This is an optimization exercise on Yosys and OpenROAD, whose aim is small area, a short achievable clock period and few clock cycles per item, not a production implementation. Only simulation tests tie the RTL to the original design; equivalence was not proved. Power figures rest on the tool's default switching activity, not on a simulated workload.

==> design/flow/design.v <==
`timescale 1ns / 1ps
`default_nettype none
package imsp_pkg;
	localparam int CHAR_W = 16;
	localparam int KIND_W = 2;
	localparam int EV_W   = 2;
	localparam int STY_W  = 4;
	localparam int MAX_RES = 4;
	localparam int RIDX_W  = $clog2(MAX_RES);
	localparam int CNT_W   = $clog2(MAX_RES + 1);
	localparam int unsigned QUEUE_DEPTH = 4;
	localparam logic [KIND_W-1:0] KIND_CHAR = 2'd0;
	localparam logic [KIND_W-1:0] KIND_EOL  = 2'd1;
	localparam logic [KIND_W-1:0] KIND_EOF  = 2'd2;
	localparam logic [EV_W-1:0] EV_CHAR   = 2'd0;
	localparam logic [EV_W-1:0] EV_PARA   = 2'd1;
	localparam logic [EV_W-1:0] EV_CENTRE = 2'd2;
	localparam logic [EV_W-1:0] EV_ERROR  = 2'd3;
	localparam int ST_BOLD   = 0;
	localparam int ST_ITALIC = 1;
	localparam int ST_UNDER  = 2;
	localparam int ST_STRIKE = 3;
	localparam logic [CHAR_W-1:0] CH_BSLASH = 16'h005C;
	localparam logic [CHAR_W-1:0] CH_GT     = 16'h003E;
	localparam logic [CHAR_W-1:0] CH_LT     = 16'h003C;
	localparam logic [CHAR_W-1:0] CH_STAR   = 16'h002A;
	localparam logic [CHAR_W-1:0] CH_UNDER  = 16'h005F;
	localparam logic [CHAR_W-1:0] CH_TILDE  = 16'h007E;
	localparam int HDR_LEN = 9;
	localparam int BUNDLE_W = CNT_W + MAX_RES * (EV_W + CHAR_W + STY_W);
	localparam int RES_W    = EV_W + CHAR_W + STY_W;
	localparam int CNT_LSB  = MAX_RES * RES_W;
	function automatic logic [CHAR_W-1:0] hdr_unit(input logic [3:0] pos);
		logic [CHAR_W-1:0] u;
		case (pos)
			4'd0: u = 16'h002F;
			4'd1: u = 16'h002A;
			4'd2: u = 16'h004D;
			4'd3: u = 16'h0054;
			4'd4: u = 16'h0058;
			4'd5: u = 16'h0054;
			4'd6: u = 16'h0031;
			4'd7: u = 16'h002A;
			4'd8: u = 16'h002F;
			default: u = '0;
		endcase
		hdr_unit = u;
	endfunction
endpackage
`default_nettype wire
`timescale 1ns / 1ps
`default_nettype none
module imsp_queue #(
	parameter int unsigned Depth = imsp_pkg::QUEUE_DEPTH
) (
	input  wire logic                          clk,
	input  wire logic                          arst_n,
	input  wire logic                          wr_push,
	input  wire logic [imsp_pkg::BUNDLE_W-1:0] wr_data,
	input  wire logic                          pop,
	output logic                               full,
	output logic                               rd_empty,
	output logic [imsp_pkg::BUNDLE_W-1:0]      rd_data
);
	localparam int PW = (Depth > 1) ? $clog2(Depth) : 1;
	localparam int CW = $clog2(Depth + 1);
	logic [imsp_pkg::BUNDLE_W-1:0] mem_q [0:Depth-1];
	logic [PW-1:0]   wr_ptr_q, rd_ptr_q;
	logic [CW-1:0]   cnt_q;
	logic            do_push, do_pop;
	assign full     = (cnt_q == CW'(Depth));
	assign rd_empty = (cnt_q == '0);
	assign rd_data  = mem_q[rd_ptr_q];
	assign do_push  = wr_push && !full;
	assign do_pop   = pop && !rd_empty;
	always_ff @(posedge clk) begin
		if (do_push) mem_q[wr_ptr_q] <= wr_data;
	end
	always_ff @(posedge clk or negedge arst_n) begin
		if (!arst_n) begin
			wr_ptr_q <= '0;
			rd_ptr_q <= '0;
			cnt_q    <= '0;
		end else begin
			if (do_push) begin
				wr_ptr_q <= (wr_ptr_q == PW'(Depth - 1)) ? '0 : wr_ptr_q + PW'(1);
			end
			if (do_pop) begin
				rd_ptr_q <= (rd_ptr_q == PW'(Depth - 1)) ? '0 : rd_ptr_q + PW'(1);
			end
			if (do_push && !do_pop) begin
				cnt_q <= cnt_q + CW'(1);
			end else if (do_pop && !do_push) begin
				cnt_q <= cnt_q - CW'(1);
			end
		end
	end
endmodule
`default_nettype wire
`timescale 1ns / 1ps
`default_nettype none
module imsp_back (
	input  wire logic                          clk,
	input  wire logic                          arst_n,
	input  wire logic                          rd_empty,
	input  wire logic [imsp_pkg::BUNDLE_W-1:0] rd_data,
	output logic                               pop,
	output logic                               results_valid,
	input  wire logic                          results_ready,
	output logic [1:0]                         results_event_res,
	output logic [15:0]                        results_char_out,
	output logic                               results_bold,
	output logic                               results_italic,
	output logic                               results_underline,
	output logic                               results_strike,
	output logic                               results_last
);
	localparam int CNT_W   = imsp_pkg::CNT_W;
	localparam int RIDX_W  = imsp_pkg::RIDX_W;
	localparam int RES_W   = imsp_pkg::RES_W;
	localparam int CNT_LSB = imsp_pkg::CNT_LSB;
	localparam int STY_W   = imsp_pkg::STY_W;
	localparam int CHAR_W  = imsp_pkg::CHAR_W;
	logic [RIDX_W-1:0] idx_q;
	logic [RES_W-1:0]  cur;
	logic [CNT_W-1:0]  cnt;
	logic              is_last;
	logic              fire;
	assign cnt     = rd_data[CNT_LSB +: CNT_W];
	assign cur     = rd_data[RES_W * idx_q +: RES_W];
	assign is_last = (CNT_W'(idx_q) == cnt - CNT_W'(1));
	assign fire    = results_valid && results_ready;
	assign pop     = fire && is_last;
	assign results_valid     = !rd_empty;
	assign results_event_res = cur[STY_W + CHAR_W +: 2];
	assign results_char_out  = cur[STY_W +: CHAR_W];
	assign results_bold      = cur[imsp_pkg::ST_BOLD];
	assign results_italic    = cur[imsp_pkg::ST_ITALIC];
	assign results_underline = cur[imsp_pkg::ST_UNDER];
	assign results_strike    = cur[imsp_pkg::ST_STRIKE];
	assign results_last      = is_last;
	always_ff @(posedge clk or negedge arst_n) begin
		if (!arst_n) begin
			idx_q <= '0;
		end else if (fire) begin
			idx_q <= is_last ? '0 : idx_q + RIDX_W'(1);
		end
	end
endmodule
`default_nettype wire
`timescale 1ns / 1ps
`default_nettype none
module imsp_front
(
	input  wire logic           clk,
	input  wire logic           arst_n,
	input  wire logic           items_valid,
	output logic                items_ready,
	input  wire logic [15:0]    items_code,
	input  wire logic [1:0]     items_kind,
	input  wire logic           q_full,
	output logic                q_wr_push,
	output logic [imsp_pkg::BUNDLE_W-1:0] q_wr_data
);
	localparam int CNT_W = imsp_pkg::CNT_W;
	localparam logic [CNT_W-1:0] MAX_CNT = CNT_W'(imsp_pkg::MAX_RES);
	localparam logic [CNT_W-1:0] ONE_CNT = 1;
	typedef enum logic [3:0] {
		PH_HEADER = 4'b0001,
		PH_SKIP   = 4'b0010,
		PH_BODY   = 4'b0100,
		PH_ERROR  = 4'b1000
	} phase_t;
	phase_t            phase_q, phase_d;
	logic [3:0]        hdr_pos_q, hdr_pos_d;
	logic              first_line_q, first_line_d;
	logic              line_zero_q, line_zero_d;
	logic              centred_q, centred_d;
	logic [1:0]        pend_cnt_q, pend_cnt_d;
	logic [imsp_pkg::STY_W-1:0]  style_q, style_d;
	logic [imsp_pkg::CHAR_W-1:0] pend_q [0:1];
	logic [imsp_pkg::CHAR_W-1:0] pend_d [0:1];
	logic              accept;
	logic [imsp_pkg::BUNDLE_W-1:0] bnd;
	logic              rs_char, rs_endl, rs_eol, rs_stop;
	logic [imsp_pkg::CHAR_W-1:0] win [0:2];
	logic [1:0]        rs_n;
	logic [1:0]        used;
	logic [imsp_pkg::CHAR_W-1:0] c;
	function automatic logic [imsp_pkg::BUNDLE_W-1:0] put_res(
		input logic [imsp_pkg::BUNDLE_W-1:0] b, input logic [imsp_pkg::EV_W-1:0] ev,
		input logic [imsp_pkg::CHAR_W-1:0] ch, input logic [imsp_pkg::STY_W-1:0] sty);
		logic [imsp_pkg::BUNDLE_W-1:0] r;
		logic [CNT_W-1:0]              n;
		r = b;
		n = b[imsp_pkg::CNT_LSB +: CNT_W];
		if (n < MAX_CNT) begin
			for (int i = 0; i < imsp_pkg::MAX_RES; i++) begin
				if (n == CNT_W'(i)) r[imsp_pkg::RES_W * i +: imsp_pkg::RES_W] = {ev, ch, sty};
			end
			r[imsp_pkg::CNT_LSB +: CNT_W] = n + ONE_CNT;
		end
		put_res = r;
	endfunction
	assign items_ready = !q_full;
	assign accept      = items_valid && items_ready;
	always_comb begin
		phase_d      = phase_q;
		hdr_pos_d    = hdr_pos_q;
		first_line_d = first_line_q;
		line_zero_d  = line_zero_q;
		centred_d    = centred_q;
		pend_cnt_d   = pend_cnt_q;
		style_d      = style_q;
		pend_d[0]    = pend_q[0];
		pend_d[1]    = pend_q[1];
		bnd          = '0;
		rs_char      = 1'b0;
		rs_endl      = 1'b0;
		win[0]       = pend_q[0];
		win[1]       = pend_q[1];
		win[2]       = '0;
		rs_n         = pend_cnt_q;
		c            = '0;
		used         = 2'd0;
		case (items_kind)
			imsp_pkg::KIND_EOF: begin
				if (phase_q == PH_HEADER) begin
					bnd = put_res(bnd, imsp_pkg::EV_ERROR, '0, '0);
				end else if (phase_q == PH_BODY && !line_zero_q) begin
					rs_endl = 1'b1;
				end
			end
			imsp_pkg::KIND_EOL: begin
				case (phase_q)
					PH_HEADER: begin
						bnd     = put_res(bnd, imsp_pkg::EV_ERROR, '0, '0);
						phase_d = PH_ERROR;
					end
					PH_SKIP: phase_d = PH_BODY;
					PH_BODY: begin
						if (line_zero_q) begin
							if (!first_line_q) bnd = put_res(bnd, imsp_pkg::EV_PARA, '0, '0);
							first_line_d = 1'b0;
						end
						rs_endl = 1'b1;
					end
					default: ;
				endcase
			end
			imsp_pkg::KIND_CHAR: begin
				case (phase_q)
					PH_HEADER: begin
						if (items_code != imsp_pkg::hdr_unit(hdr_pos_q)) begin
							bnd     = put_res(bnd, imsp_pkg::EV_ERROR, '0, '0);
							phase_d = PH_ERROR;
						end else begin
							hdr_pos_d = hdr_pos_q + 4'd1;
							if (hdr_pos_q == 4'(imsp_pkg::HDR_LEN - 1)) phase_d = PH_SKIP;
						end
					end
					PH_BODY: begin
						if (line_zero_q) begin
							if (!first_line_q) bnd = put_res(bnd, imsp_pkg::EV_PARA, '0, '0);
							first_line_d = 1'b0;
							line_zero_d  = 1'b0;
						end
						if (line_zero_q && items_code == imsp_pkg::CH_GT) begin
							bnd       = put_res(bnd, imsp_pkg::EV_CENTRE, '0, '0);
							centred_d = 1'b1;
						end else begin
							rs_char          = 1'b1;
							win[pend_cnt_q]  = items_code;
							rs_n             = pend_cnt_q + 2'd1;
						end
					end
					default: ;
				endcase
			end
			default: ;
		endcase
		rs_eol  = rs_endl;
		rs_stop = !(rs_char || rs_endl);
		for (int k = 0; k < 3; k++) begin
			if (!rs_stop && rs_n != 2'd0) begin
				c    = win[0];
				used = 2'd0;
				if (c == imsp_pkg::CH_BSLASH) begin
					if (rs_n >= 2'd2) begin
						bnd  = put_res(bnd, imsp_pkg::EV_CHAR, win[1], style_d);
						used = 2'd2;
					end else if (rs_eol) begin
						bnd  = put_res(bnd, imsp_pkg::EV_CHAR, c, style_d);
						used = 2'd1;
					end
				end else if (c == imsp_pkg::CH_LT && centred_q) begin
					if (rs_n >= 2'd2) begin
						bnd  = put_res(bnd, imsp_pkg::EV_CHAR, c, style_d);
						used = 2'd1;
					end else if (rs_eol) begin
						used = 2'd1;
					end
				end else if (c == imsp_pkg::CH_STAR) begin
					if (rs_n == 2'd3 && win[1] == imsp_pkg::CH_STAR && win[2] == imsp_pkg::CH_STAR) begin
						style_d[imsp_pkg::ST_BOLD]   = ~style_d[imsp_pkg::ST_BOLD];
						style_d[imsp_pkg::ST_ITALIC] = ~style_d[imsp_pkg::ST_ITALIC];
						used = 2'd3;
					end else if (rs_n >= 2'd2 && win[1] == imsp_pkg::CH_STAR
						&& (rs_n == 2'd3 || rs_eol)) begin
						style_d[imsp_pkg::ST_BOLD] = ~style_d[imsp_pkg::ST_BOLD];
						used = 2'd2;
					end else if ((rs_n >= 2'd2 && win[1] != imsp_pkg::CH_STAR)
						|| (rs_n == 2'd1 && rs_eol)) begin
						style_d[imsp_pkg::ST_ITALIC] = ~style_d[imsp_pkg::ST_ITALIC];
						used = 2'd1;
					end
				end else if (c == imsp_pkg::CH_UNDER) begin
					style_d[imsp_pkg::ST_UNDER] = ~style_d[imsp_pkg::ST_UNDER];
					used = 2'd1;
				end else if (c == imsp_pkg::CH_TILDE) begin
					if (rs_n >= 2'd2) begin
						if (win[1] == imsp_pkg::CH_TILDE) begin
							style_d[imsp_pkg::ST_STRIKE] = ~style_d[imsp_pkg::ST_STRIKE];
							used = 2'd2;
						end else begin
							bnd  = put_res(bnd, imsp_pkg::EV_CHAR, c, style_d);
							used = 2'd1;
						end
					end else if (rs_eol) begin
						bnd  = put_res(bnd, imsp_pkg::EV_CHAR, c, style_d);
						used = 2'd1;
					end
				end else begin
					bnd  = put_res(bnd, imsp_pkg::EV_CHAR, c, style_d);
					used = 2'd1;
				end
				if (used == 2'd0) begin
					rs_stop = 1'b1;
				end else begin
					case (used)
						2'd1: begin
							win[0] = win[1];
							win[1] = win[2];
						end
						2'd2: win[0] = win[2];
						default: ;
					endcase
					rs_n = rs_n - used;
				end
			end
		end
		if (rs_char) begin
			pend_d[0]  = win[0];
			pend_d[1]  = win[1];
			pend_cnt_d = (rs_n == 2'd3) ? 2'd2 : rs_n;
		end
		if (rs_endl) begin
			pend_cnt_d  = 2'd0;
			style_d     = '0;
			centred_d   = 1'b0;
			line_zero_d = 1'b1;
		end
		if (items_kind == imsp_pkg::KIND_EOF) begin
			phase_d      = PH_HEADER;
			hdr_pos_d    = '0;
			first_line_d = 1'b1;
			line_zero_d  = 1'b1;
			centred_d    = 1'b0;
			pend_cnt_d   = 2'd0;
			style_d      = '0;
		end
	end
	always_ff @(posedge clk or negedge arst_n) begin
		if (!arst_n) begin
			phase_q      <= PH_HEADER;
			hdr_pos_q    <= '0;
			first_line_q <= 1'b1;
			line_zero_q  <= 1'b1;
			centred_q    <= 1'b0;
			pend_cnt_q   <= 2'd0;
			style_q      <= '0;
		end else if (accept) begin
			phase_q      <= phase_d;
			hdr_pos_q    <= hdr_pos_d;
			first_line_q <= first_line_d;
			line_zero_q  <= line_zero_d;
			centred_q    <= centred_d;
			pend_cnt_q   <= pend_cnt_d;
			style_q      <= style_d;
		end
	end
	always_ff @(posedge clk) begin
		if (accept) begin
			pend_q[0] <= pend_d[0];
			pend_q[1] <= pend_d[1];
		end
	end
	assign q_wr_push = accept && (bnd[imsp_pkg::CNT_LSB +: CNT_W] != '0);
	assign q_wr_data = bnd;
endmodule
`default_nettype wire
`timescale 1ns / 1ps
`default_nettype none
module inline_markup_style_parser_core
#(
	parameter int unsigned QDepth = imsp_pkg::QUEUE_DEPTH
) (
	input  wire logic   clk,
	input  wire logic   arst_n,
	input  wire logic        items_valid,
	output logic             items_ready,
	input  wire logic [15:0] items_code,
	input  wire logic [1:0]  items_kind,
	output logic             results_valid,
	input  wire logic        results_ready,
	output logic [1:0]       results_event_res,
	output logic [15:0]      results_char_out,
	output logic             results_bold,
	output logic             results_italic,
	output logic             results_underline,
	output logic             results_strike,
	output logic             results_last
);
	logic                          q_wr_push;
	logic [imsp_pkg::BUNDLE_W-1:0] q_wr_data;
	logic                          q_rd_empty;
	logic [imsp_pkg::BUNDLE_W-1:0] q_rd_data;
	logic  q_full;
	logic  q_pop;
	imsp_front u_front (
		.clk    (clk),
		.arst_n (arst_n),
		.items_valid (items_valid),
		.items_ready (items_ready),
		.items_code  (items_code),
		.items_kind  (items_kind),
		.q_full (q_full),
		.q_wr_push (q_wr_push),
		.q_wr_data (q_wr_data)
	);
	imsp_queue #(
		.Depth (QDepth)
	) u_queue (
		.clk    (clk),
		.arst_n (arst_n),
		.wr_push (q_wr_push),
		.wr_data (q_wr_data),
		.pop    (q_pop),
		.full   (q_full),
		.rd_empty (q_rd_empty),
		.rd_data  (q_rd_data)
	);
	imsp_back u_back (
		.clk     (clk),
		.arst_n  (arst_n),
		.rd_empty (q_rd_empty),
		.rd_data  (q_rd_data),
		.pop     (q_pop),
		.results_valid     (results_valid),
		.results_ready     (results_ready),
		.results_event_res (results_event_res),
		.results_char_out  (results_char_out),
		.results_bold      (results_bold),
		.results_italic    (results_italic),
		.results_underline (results_underline),
		.results_strike    (results_strike),
		.results_last      (results_last)
	);
endmodule
`default_nettype wire
==> design/flow/run.sh <==
#!/bin/bash
# synth_recipe.tcl (not shown) runs the flow's synth.tcl, then flattens the netlist and writes it again
# the make line also repeats each setting of config.mk as NAME=value (left out here)
make -C /OpenROAD-flow-scripts/flow DESIGN_CONFIG=/design/flow/config.mk WORK_HOME=/design/flow/orfs CLKGATE_MAP_FILE= SYNTH_SCRIPT=/design/flow/synth_recipe.tcl finish
==> design/flow/config.mk <==
export PLATFORM = sky130hd
export DESIGN_NAME = inline_markup_style_parser_core
export DESIGN_NICKNAME = inline_markup_style_parser_core
export VERILOG_FILES = /design/flow/design.v
export SDC_FILE = /design/flow/constraint.sdc
export NUM_CORES = 4
export LEC_CHECK = 0
export CAP_MARGIN = 20
export CORE_MARGIN = 2
export CORE_UTILIZATION = 40
export SLEW_MARGIN = 20
==> design/flow/constraint.sdc <==
create_clock -name core_clock -period 11.0 [get_ports {clk}]
set_input_delay 2.2000 -clock core_clock [delete_from_list [all_inputs] [get_ports {clk}]]
set_output_delay 2.2000 -clock core_clock [all_outputs]
set_load 0.01 [all_outputs]
==> metrics.md <==
| Metric | Value |
|---|---|
| Highest cell delay on the worst timing path | `0.59 ns` |
| Initial Utilization | `40.20%` |
| Yosys cell types | `109` |
| Synthesized Nets | `2938` |
| GPL Wtd Cong | `1.069` |
| ANT nets after route | `0` |
| Top FF cell, synth | `edfxtp_1` |
| DR iter-0 viols | `3768` |
| First-pass GRT wire length | `199700 um` |
| LEAKAGE | `12.55 nW` |
| Yosys warns | `6` |
| Pre-antenna DRT Iters | `9` |
| Longest Clk Path Bufs | `3` |
| Max-cap viol count | `0` |
| Register area share after synthesis | `42.65%` |
| Final instance area | `0.03554 mm^2` |
| Core ar. | `0.06966 mm^2` |
| Hold bufs inserted after CTS | `0` |
| Fin Clk Skew | `0.04285 ns` |
| #FFs+latches synth | `402` |
| Cells after synthesis | `2868` |
| CP arrival | `10.94 ns` |
| Synth-to-layout area growth | `26.88%` |
| Final Power | `0.004293 W` |
| I/O pin count | `47` |
| Switching Share | `27.98%` |
| Via count | `28440` |
| Via-to-Cell Ratio | `6.542` |
| Placed Instance Area | `0.03380 mm^2` |
| Clock transition at path regs | `0.06 ns` |
| Fin. max-slew vios | `0` |
| Int Power | `0.003092 W` |
| Hold crit path type | `flop to flop` |
| Buffers on Ports | `46` |
| Critical path capture point type | `flop` |
| Pre-CTS setup slack | `-0.5544 ns` |
| CTS tree | `yes` |
| Worst-path maximum fanout | `24` |
| PD cells | `120.8 mW/mm^2` |
| Buffers & Inverters on Critical Path | `6` |
| Total track usage | `38.88%` |
| Number of H-tree levels | `2` |
| Relative slew slack | `18.86%` |
| Setup TNS | `0 ns` |
| Later-pin clock latency in the skew report | `0.60 ns` |
| Fraction of layout cells with a size suffix above 1 | `27.09%` |
| Comb pwr share | `23.5%` |
| DIE HEIGHT | `268.6 um` |
| CP startpoint kind | `primary input` |
| Crit path max-delay family | `simple AND/OR/NAND/NOR gates` |
| WHS | `0.4926 ns` |
| DP Wirelength | `109800 um` |
| Initial antenna violation count | `6` |
| Rows | `97` |
| Synthesized area | `0.02801 mm^2` |
| Leading cell type in the layout, fill and taps excluded | `buf_4` |
| Final nets | `3441` |
| Crit share post-route | `96.43%` |
| Reg power frac | `42.1%` |
| Clock Sinks | `402` |
| Peak supply drop | `120.7 uV` |
| R2R setup slack | `2.00 ns` |
| Worst EP required | `11.33 ns` |
| Final worst path period need | `10.61 ns` |
| CTS root buf | `clkbuf_16` |
| Most frequent cells in the layout | `buf_4 (578), edfxtp_1 (376), nand2_1 (310)` |
| CTS Buf Count | `44` |
| Die Wd | `268.6 um` |
| Asr flop ratio synth | `6.468%` |
| Crit path max-delay cell type | `or4_4` |
| Clock power frac | `34.3%` |
| Worst Max-Slew Pin Slew | `1.209 ns` |
| Wire per inst | `32.75 um` |
| Status | `complete, no violations` |
| Path type of the worst setup path | `primary input to flop` |
| Syn_area_per_cell | `9.766 um^2` |
| Final WS setup | `0.3931 ns` |
| Routed WL | `142400 um` |
| RSZ-0062 raised after global routing | `false` |
| Hold Violations, Final | `0` |
| GRT overflow | `0` |
| # DRC | `0` |
| Largest net degree at the start of global routing | `61` |
| Number of global-route vias before repair | `27083` |
| P_sw | `0.001201 W` |
| Die Area | `0.07215 mm^2` |
| Max Freq | `0.09428 GHz` |
| Number of synthesized flops with an enable pin | `376` |
| Setup-failing EPs final | `0` |
[flip-flops by register name, summed over array words and instances, names as in the netlist]
signal / cells
u_front.phase_q: 4
u_front.pend_q: 32
u_queue.rd_ptr_q: 2
u_queue.cnt_q: 3
u_queue.mem_q: 344
u_front.centred_q: 1
u_queue.wr_ptr_q: 2
u_front.pend_cnt_q: 2
u_front.hdr_pos_q: 4
u_back.idx_q: 2
u_front.style_q: 4
u_front.line_zero_q: 1
u_front.first_line_q: 1
[synth_stat cells, drive strengths merged (34+ instances only)]
cell type / instances / area share [%]
o21ai: 250 / 4.5
nor3: 63 / 1.2
mux2i: 70 / 2.5
edfxtp: 376 / 40
ha: 47 / 2.1
a31oi: 34 / 0.78
a21oi: 302 / 5.4
nand2: 310 / 4.2
clkbuf: 143 / 1.9
buf: 54 / 0.91
and2: 44 / 0.98
nand3: 55 / 1.0
nor2: 289 / 3.9
o22ai: 76 / 1.7
mux4: 106 / 8.5
inv: 46 / 0.62
a22oi: 49 / 1.3
[kinds of logic after synthesis]
logic type	synth area share (%)
compound gates	23.14
simple gates	15.64
flops	42.65
buf+inv	3.489
mux	12.00
fa+ha+maj	2.171
xor+xnor	0.9068
[timing repair]
action	CTS	global route
gates resized for setup	0	54
setup endpoints to repair	0	707
buffers inserted	0	3
[through the flow]
stage	util [%]	cells
global route	51.00	4344
floorplan	-	2868
finish	51.01	4347
detailed placement	48.52	4262
CTS	50.56	4341
global placement	48.49	4261
[cell type report]
cell class / instances / area (um^2)
sequential: 402 / 11950
tap: 940 / 1176
clock inverter: 22 / 256.5
multi-input combinational: 2220 / 15440
clock buffer: 57 / 1170
timing repair buffer: 654 / 5350
fill: 6437 / 34130
antenna: 3 / 7.507
inverter: 49 / 185.2
[worst reg2reg max path, delay by kind of cell (launching register included)]
family,cells,cell delay [ns]
muxes,2,0.67
and+or+nand+nor,13,2.68
AOI/OAI and AO/OA,12,2.73
DFF,1,0.52
buffers and inverters,6,1.01
adders and majority gates,4,1.13
[final timing paths]
kind | start | to | depth (start not counted)
hold / removal | u_queue.cnt_q[2]$_DFFE_PN0P_ | u_queue.cnt_q[2]$_DFFE_PN0P_ | 1
hold reg to reg | u_queue.cnt_q[2]$_DFFE_PN0P_ | u_queue.cnt_q[2]$_DFFE_PN0P_ | 1
min in group asynchronous | arst_n | u_front.pend_cnt_q[1]$_DFFE_PN0P_ | 2
max in group asynchronous | arst_n | u_front.phase_q[0]$_DFFE_PN1P_ | 2
setup / recovery | items_code[10] | u_front.pend_q[0][5]$_DFFE_PP_ | 37
setup reg to reg | u_front.pend_cnt_q[0]$_DFFE_PN0P_ | u_front.pend_q[0][5]$_DFFE_PP_ | 37
[power groups by stage]
| stage | clock network (W) | registers [W] | logic, W |
|---|---|---|---|
| global route | 0.00155 | 0.00182 | 0.00107 |
| global placement | 0 | 0.00184 | 0.00101 |
| floorplan | 0 | 0.00177 | 0.000677 |
| detailed placement | 0 | 0.00184 | 0.00102 |
| CTS | 0.00150 | 0.00181 | 0.00102 |
| finish | 0.00147 | 0.00181 | 0.00101 |
[layer usage]
metal | GRT usage [%] | vias to the layer above | wire length (um)
li1 | - | 12177 | -
met1 | 51.57 | 13998 | 56960
met2 | 59.25 | 1829 | 62030
met3 | 8.539 | 428 | 14230
met4 | 21.11 | 8 | 9100
met5 | 0 | - | 52
Testbench counts, summed over its fixed seeds: cycles 40,240, items 40,240.

==> static timing again, ports no longer ideal <==
In the flow no input, the clock included, has a driving cell. The finished layout below was timed again as built, in two steps. Step 1, drivers: a clkbuf_16 drives clk and a buf_2 each remaining input, both assumed. Step 2 moves the port delays by t, midway between the first and last clock arrival at a register: inputs arrive t later, outputs are due t later. That takes back most of the time a late clock gives input paths. a / b / c = ideal / step 1 / step 2; a / b = the first two.
t, ns: 0.657
setup slack, ns: 0.393 / 0.447 / -0.210
clock arrival spread, ns: 0.043 / 0.043
worst data-port slew with drivers (ns): 0.04
pins driven straight from the clock port: 1
With both steps, setup timing fails in this run, where it was met with ideal ports. The setup slack of this run moves by +0.054 ns with the drivers and by -0.603 ns with both steps.
